Context: an optimization exercise on an open-source flow, tuned for small area and a short achievable clock period. The choices shown serve that exercise and are no tape-out recipe. The RTL was checked by simulation tests, not by an equivalence proof against the original design. The clock port is modelled as an ideal driver, which makes a skipped or thinned clock tree look cheaper than it is; a real chip needs a root buffer or a tree. Power is estimated from default activity; no workload was simulated.

## trace_monitor_top
module trace_monitor_top (
    input  wire logic                          clk,
    input  wire logic                          rst_n,
    input  wire logic [32-1:0]        pc,
    input  wire logic [32-1:0] instr,
    input  wire logic                          en,
    input  wire logic [3:0]                    ctrl_addr,
    input  wire logic [32-1:0]        ctrl_wdata,
    input  wire logic                          ctrl_write_enable,
    output logic                               tvalid,
    input  wire logic                          tready,
    output logic [(32 + 32 + 32)-1:0]       tdata,
    output logic                               tlast,
    output logic                               halt_cpu
);
Size in the first run: roughly 3,100 cells after synthesis, ~1,300 flip-flops, ~200 I/O pins, about 48,000 sq um of cells after synthesis.
export LEC_CHECK = 0
export ABC_CLOCK_PERIOD_IN_PS = 1800
export CAP_MARGIN = 20
export CORE_MARGIN = 2
export CORE_UTILIZATION = 55
export CTS_CLUSTER_DIAMETER = 60
export CTS_CLUSTER_SIZE = 30
export SETUP_SLACK_MARGIN = 1.6
export SLEW_MARGIN = 20
create_clock -name core_clock -period 3.5 [get_ports {clk}]
standard.sh (not shown) runs the stock make flow with config.mk's settings and CLKGATE_MAP_FILE= SYNTH_SCRIPT=/design/flow/synth_recipe.tcl, a recipe that flattens the netlist after the stock synthesis.
==> flow/flow/run.sh <==
#!/bin/bash
# Standard ORFS layout (the standard.sh, standard synthesis unchanged),
# with the port buffers made from plain buf cells instead of the delay-cell
# buffer that buffer_ports picks by default. Each tool's output goes to the
# ORFS logs under orfs/logs/, and make's own output to flow_make.log here.
set -euo pipefail
export BUFFER_PORTS_ARGS="-buffer_cell sky130_fd_sc_hd__buf_2"
bash standard.sh finish > flow_make.log 2>&1
Change:
--- a/flow/config.mk
+++ b/flow/config.mk
@@ -6,10 +6,10 @@
 export NUM_CORES = 4
 export LEC_CHECK = 0
-export ABC_CLOCK_PERIOD_IN_PS = 1800
+export ABC_CLOCK_PERIOD_IN_PS = 1600
 export CAP_MARGIN = 20
 export CORE_MARGIN = 2
-export CORE_UTILIZATION = 55
+export CORE_UTILIZATION = 65
 export CTS_CLUSTER_DIAMETER = 60
 export CTS_CLUSTER_SIZE = 30
-export SETUP_SLACK_MARGIN = 1.6
+export SETUP_SLACK_MARGIN = 1.7
 export SLEW_MARGIN = 20
Sequential power barely changes.
Routed wire length rose by 10%.
Worst hold slack loses 110 ps.
Power fell by 1.5%.
Clock-buffer cell count fell by 15.
Worst setup slack loses 120 ps.
Cell area rose by 4.5%.
Critical path depth rose by 2.
Fmax fell by 5.6%.
Register-to-register slack loses 120 ps.
Core utilization rose by 16 points.
Change:
--- a/flow/config.mk
+++ b/flow/config.mk
@@ -6,10 +6,10 @@
 export NUM_CORES = 4
 export LEC_CHECK = 0
-export ABC_CLOCK_PERIOD_IN_PS = 1600
+export ABC_AREA = 1
 export CAP_MARGIN = 20
 export CORE_MARGIN = 2
-export CORE_UTILIZATION = 65
+export CORE_UTILIZATION = 60
 export CTS_CLUSTER_DIAMETER = 60
 export CTS_CLUSTER_SIZE = 30
-export SETUP_SLACK_MARGIN = 1.7
+export SETUP_SLACK_MARGIN = 1.5
 export SLEW_MARGIN = 20
Outcome: Area after synthesis climbs by 5.3%; clock-buffer cell count went up by 10; die area rose by 14%; clock skew is higher by 12 ps; fmax is higher by 5.4%; synthesized cell count went up by 33%; global-route usage goes down by 4.5 points; sequential share of layout area came out higher by 1.4 points; via count came out higher by 6.0%.


run 1:
Another version of the RTL of trace_monitor_top (not shown whole).
For scale: ~1400 flip-flops, roughly 200 I/O pins, roughly 0.049 mm2 of cells after synthesis.
==> flow/config.mk <==
export PLATFORM = sky130hd
export DESIGN_NAME = trace_monitor_top
export DESIGN_NICKNAME = trace_monitor_top
export VERILOG_FILES = /design/flow/design.v
export SDC_FILE = /design/flow/constraint.sdc
export NUM_CORES = 4
export LEC_CHECK = 0
export ABC_CLOCK_PERIOD_IN_PS = 1800
export CAP_MARGIN = 20
export CORE_MARGIN = 2
export CORE_UTILIZATION = 55
export SETUP_SLACK_MARGIN = 1.65
export SLEW_MARGIN = 20
==> flow/constraint.sdc <==
create_clock -name core_clock -period 3.5 [get_ports {clk}]
set_input_delay 0.7000 -clock core_clock [delete_from_list [all_inputs] [get_ports {clk}]]
set_output_delay 0.7000 -clock core_clock [all_outputs]
set_load 0.01 [all_outputs]
==> flow/flow/run.sh <==
#!/bin/bash
# Standard ORFS layout (the standard.sh, standard synthesis unchanged),
# with two changes:
#  - the port buffers are plain buf cells instead of the delay-cell buffer
#    that buffer_ports picks by default;
#  - the clock tree is built by flow/mcts_hook.tcl (run as the CTS step's
#    PRE_CTS_TCL hook): four root buffers on the clock port, each driving
#    leaf buffers of at most 24 flip-flops; the rest of the CTS step (timing
#    repair, legalisation) runs as usual.
# ORFS writes each tool's log under orfs/logs/; make's output goes to
# flow_make.log here.
set -euo pipefail
here=$(pwd)
export BUFFER_PORTS_ARGS="-buffer_cell sky130_fd_sc_hd__buf_2"
export MCTS_TCL="$here/flow/mcts.tcl"
export PRE_CTS_TCL="$here/flow/mcts_hook.tcl"
bash standard.sh finish > flow_make.log 2>&1
Other scripts of this flow, unchanged in this note and not shown: flow/flow/mcts.tcl, flow/flow/mcts_hook.tcl
Input changes introduced in run 2 (baseline for comparison: run 1):
-- flow/config.mk --
<<< run 1, line 10
export CORE_MARGIN = 2
export CORE_UTILIZATION = 55
export SETUP_SLACK_MARGIN = 1.65
>>> run 2, line 10
export CORE_MARGIN = 2
export CORE_UTILIZATION = 65
export SETUP_SLACK_MARGIN = 1.65
Notes after the runs:
[compare] base=run 1 new=run 2: number of hold-repair buffers added at the cts stage flat; sequential cell area share up 0.34 points; count of nets after finishing flat; mean routed wirelength per cell up 1.5%. The final layouts of run 1 and run 2 pass the timing, DRC and antenna checks. Going from run 1 to run 2, global-route usage moved up; post-layout utilization of the core went up; wire length has decreased. Number of non-filler instances in the completed layout went down by a few percent going from run 1 to run 2.
Here is what was changed in the inputs of run 3 compared with run 2.
-- flow/config.mk --
<<< run 2, line 10
export CORE_MARGIN = 2
export CORE_UTILIZATION = 65
export SETUP_SLACK_MARGIN = 1.65
export SLEW_MARGIN = 20
>>> run 3, line 10
export CORE_MARGIN = 2
export CORE_UTILIZATION = 60
export SETUP_SLACK_MARGIN = 1.6
export SLEW_MARGIN = 20
==> run summary <==
- Compared with run 2, in run 3 die area rose by about 8%; time the worst path needs with I/O delays and setup rose 0.038 ns; clock latency of the later-clocked register in the worst-skew pair increased 0.03 ns.
In every run of this note, the design's own scripts or RTL, not TritonCTS, make the clock network.


Another version of the RTL of trace_monitor_top (not shown whole).
Size in the first run: about 3100 cells after synthesis, ~0.048 mm2 of cells after synthesis.
export LEC_CHECK = 0
export ABC_CLOCK_PERIOD_IN_PS = 1800
export CAP_MARGIN = 20
export CORE_MARGIN = 2
export CORE_UTILIZATION = 60
export SETUP_SLACK_MARGIN = 1.8
export SLEW_MARGIN = 20
create_clock -name core_clock -period 3.5 [get_ports {clk}]
==> flow/flow/run.sh <==
#!/bin/bash
# Standard ORFS layout (the standard.sh, standard synthesis unchanged),
# with two changes:
#  - the port buffers are plain buf cells instead of the delay-cell buffer
#    that buffer_ports picks by default;
#  - the clock tree is built by flow/mcts_hook.tcl (run as the CTS step's
#    PRE_CTS_TCL hook): four root buffers on the clock port, each driving
#    leaf buffers of at most 30 flip-flops; the rest of the CTS step (timing
#    repair, legalisation) runs as usual.
# ORFS writes each tool's log under orfs/logs/; make's output goes to
# flow_make.log here.
set -euo pipefail
here=$(pwd)
export BUFFER_PORTS_ARGS="-buffer_cell sky130_fd_sc_hd__buf_2"
export MCTS_TCL="$here/flow/mcts.tcl"
export PRE_CTS_TCL="$here/flow/mcts_hook.tcl"
bash standard.sh finish > flow_make.log 2>&1
Other scripts of this flow, unchanged in this note and not shown: flow/flow/mcts.tcl, flow/flow/mcts_hook.tcl
The baseline went through all stages and came out clean.
Change:
--- a/flow/config.mk
+++ b/flow/config.mk
@@ -12 +12 @@
-export SETUP_SLACK_MARGIN = 1.8
+export SETUP_SLACK_MARGIN = 1.6
The new run produced a clean layout. Global-route usage falls by 6.1 points. Final cell count came out lower by 5.3%. Wire length is lower by about 18%. Design area went down by 10%. Sequential cell count stays the same. Power is lower by about 7%. Die area stays the same. Synthesized cell count stays the same.
In every run of this note, the design's own scripts or RTL, not TritonCTS, make the clock network.


the baseline:
trace_monitor_top with an RTL version that a note above also has.
Size in the first run: about 3,100 cells after synthesis, roughly 200 I/O pins, roughly 48,000 sq um of cells after synthesis.
==> flow/config.mk <==
export PLATFORM = sky130hd
export DESIGN_NAME = trace_monitor_top
export DESIGN_NICKNAME = trace_monitor_top
export VERILOG_FILES = /design/flow/design.v
export SDC_FILE = /design/flow/constraint.sdc
export NUM_CORES = 4
export LEC_CHECK = 0
export ABC_CLOCK_PERIOD_IN_PS = 1800
export CAP_MARGIN = 20
export CORE_MARGIN = 2
export CORE_UTILIZATION = 60
export CTS_CLUSTER_DIAMETER = 60
export CTS_CLUSTER_SIZE = 30
export SETUP_SLACK_MARGIN = 1.65
export SLEW_MARGIN = 20
==> flow/constraint.sdc <==
create_clock -name core_clock -period 3.5 [get_ports {clk}]
set_input_delay 0.7000 -clock core_clock [delete_from_list [all_inputs] [get_ports {clk}]]
set_output_delay 0.7000 -clock core_clock [all_outputs]
set_load 0.01 [all_outputs]
==> flow/flow/run.sh <==
#!/bin/bash
# Standard ORFS layout (the standard.sh, standard synthesis unchanged),
# with the port buffers made from plain buf cells instead of the delay-cell
# buffer that buffer_ports picks by default. Each tool's output goes to the
# ORFS logs under orfs/logs/, and make's own output to flow_make.log here.
set -euo pipefail
export BUFFER_PORTS_ARGS="-buffer_cell sky130_fd_sc_hd__buf_2"
bash standard.sh finish > flow_make.log 2>&1
--- input diff the baseline..the candidate ---
# the baseline
export LEC_CHECK = 0
export ABC_CLOCK_PERIOD_IN_PS = 1800
export CAP_MARGIN = 20
export CORE_MARGIN = 2
export CORE_UTILIZATION = 60
export CTS_CLUSTER_DIAMETER = 60
export CTS_CLUSTER_SIZE = 30
export SETUP_SLACK_MARGIN = 1.65
export SLEW_MARGIN = 20
create_clock -name core_clock -period 3.5 [get_ports {clk}]
# the candidate
export LEC_CHECK = 0
export ABC_CLOCK_PERIOD_IN_PS = 1800
export CAP_MARGIN = 20
export CORE_MARGIN = 2
export CORE_UTILIZATION = 60
export CTS_CLUSTER_DIAMETER = 60
export CTS_CLUSTER_SIZE = 30
export SETUP_SLACK_MARGIN = 1.5
export SLEW_MARGIN = 20
create_clock -name core_clock -period 3.5 [get_ports {clk}]
Findings:
Delta(layout overhead on the synthesized area, the candidate - the baseline) < 0
Between the candidate and the baseline, the data required time at the worst endpoint is higher for the baseline.
The run showing the greater share of the clock period used by the worst path after layout is the candidate.
On sum of internal, switching and leakage power, the baseline loses to the candidate.
Number of clock-tree buffers in the layout went up by a little under 10% going from the baseline to the candidate.

==> what the ideal ports hide <==
In the flow no input, the clock included, has a driving cell. The finished layouts below were timed again as built, in two steps. Step 1: set_driving_cell puts a clkbuf_16 on clk and a buf_2 on each other input, an assumption about the parent block. Step 2 also shifts input and output timing later by t, the mid clock arrival at the registers, as if the neighbouring blocks saw the same clock. Three values: ideal, step 1, step 2; two values: the first two.
run	t (ns)	setup slack, ns	hold slack, ns	latest minus earliest clock arrival (ns)	worst slew at a driven data input, ns	pins driven straight from the clock port
the first run of note 1	0.736	1.550 / 1.510 / 0.927	0.132 / 0.089 / 0.323	0.030 / 0.030	0.08	1
the second run of note 1	0.720	1.434 / 1.434 / 0.965	0.019 / -0.028 / 0.336	0.038 / 0.039	0.09	1
the third run of note 1	0.733	1.539 / 1.467 / 1.029	0.078 / 0.061 / 0.296	0.048 / 0.048	0.07	1
run 1	0.616	1.594 / 1.455 / 1.212	0.253 / 0.140 / 0.332	0.061 / 0.062	0.05	4
run 2	0.615	1.595 / 1.451 / 1.169	0.197 / 0.095 / 0.329	0.061 / 0.061	0.06	4
run 3	0.626	1.556 / 1.468 / 1.057	0.264 / 0.143 / 0.322	0.100 / 0.100	0.06	4
the first run of note 3	0.621	1.480 / 1.480 / 1.040	0.193 / 0.057 / 0.318	0.057 / 0.057	0.08	4
the second run of note 3	0.607	1.570 / 1.535 / 1.071	0.290 / 0.186 / 0.302	0.097 / 0.098	0.11	4
the baseline	0.714	1.518 / 1.508 / 1.012	0.078 / 0.032 / 0.332	0.035 / 0.035	0.10	1
the candidate	0.703	1.478 / 1.478 / 0.963	0.102 / 0.061 / 0.335	0.040 / 0.041	0.08	1
After both steps setup and hold are still met in every run listed. The setup slack of the first run of note 1, which loses most, moves by -0.040 ns with the drivers and by -0.623 ns with both steps.
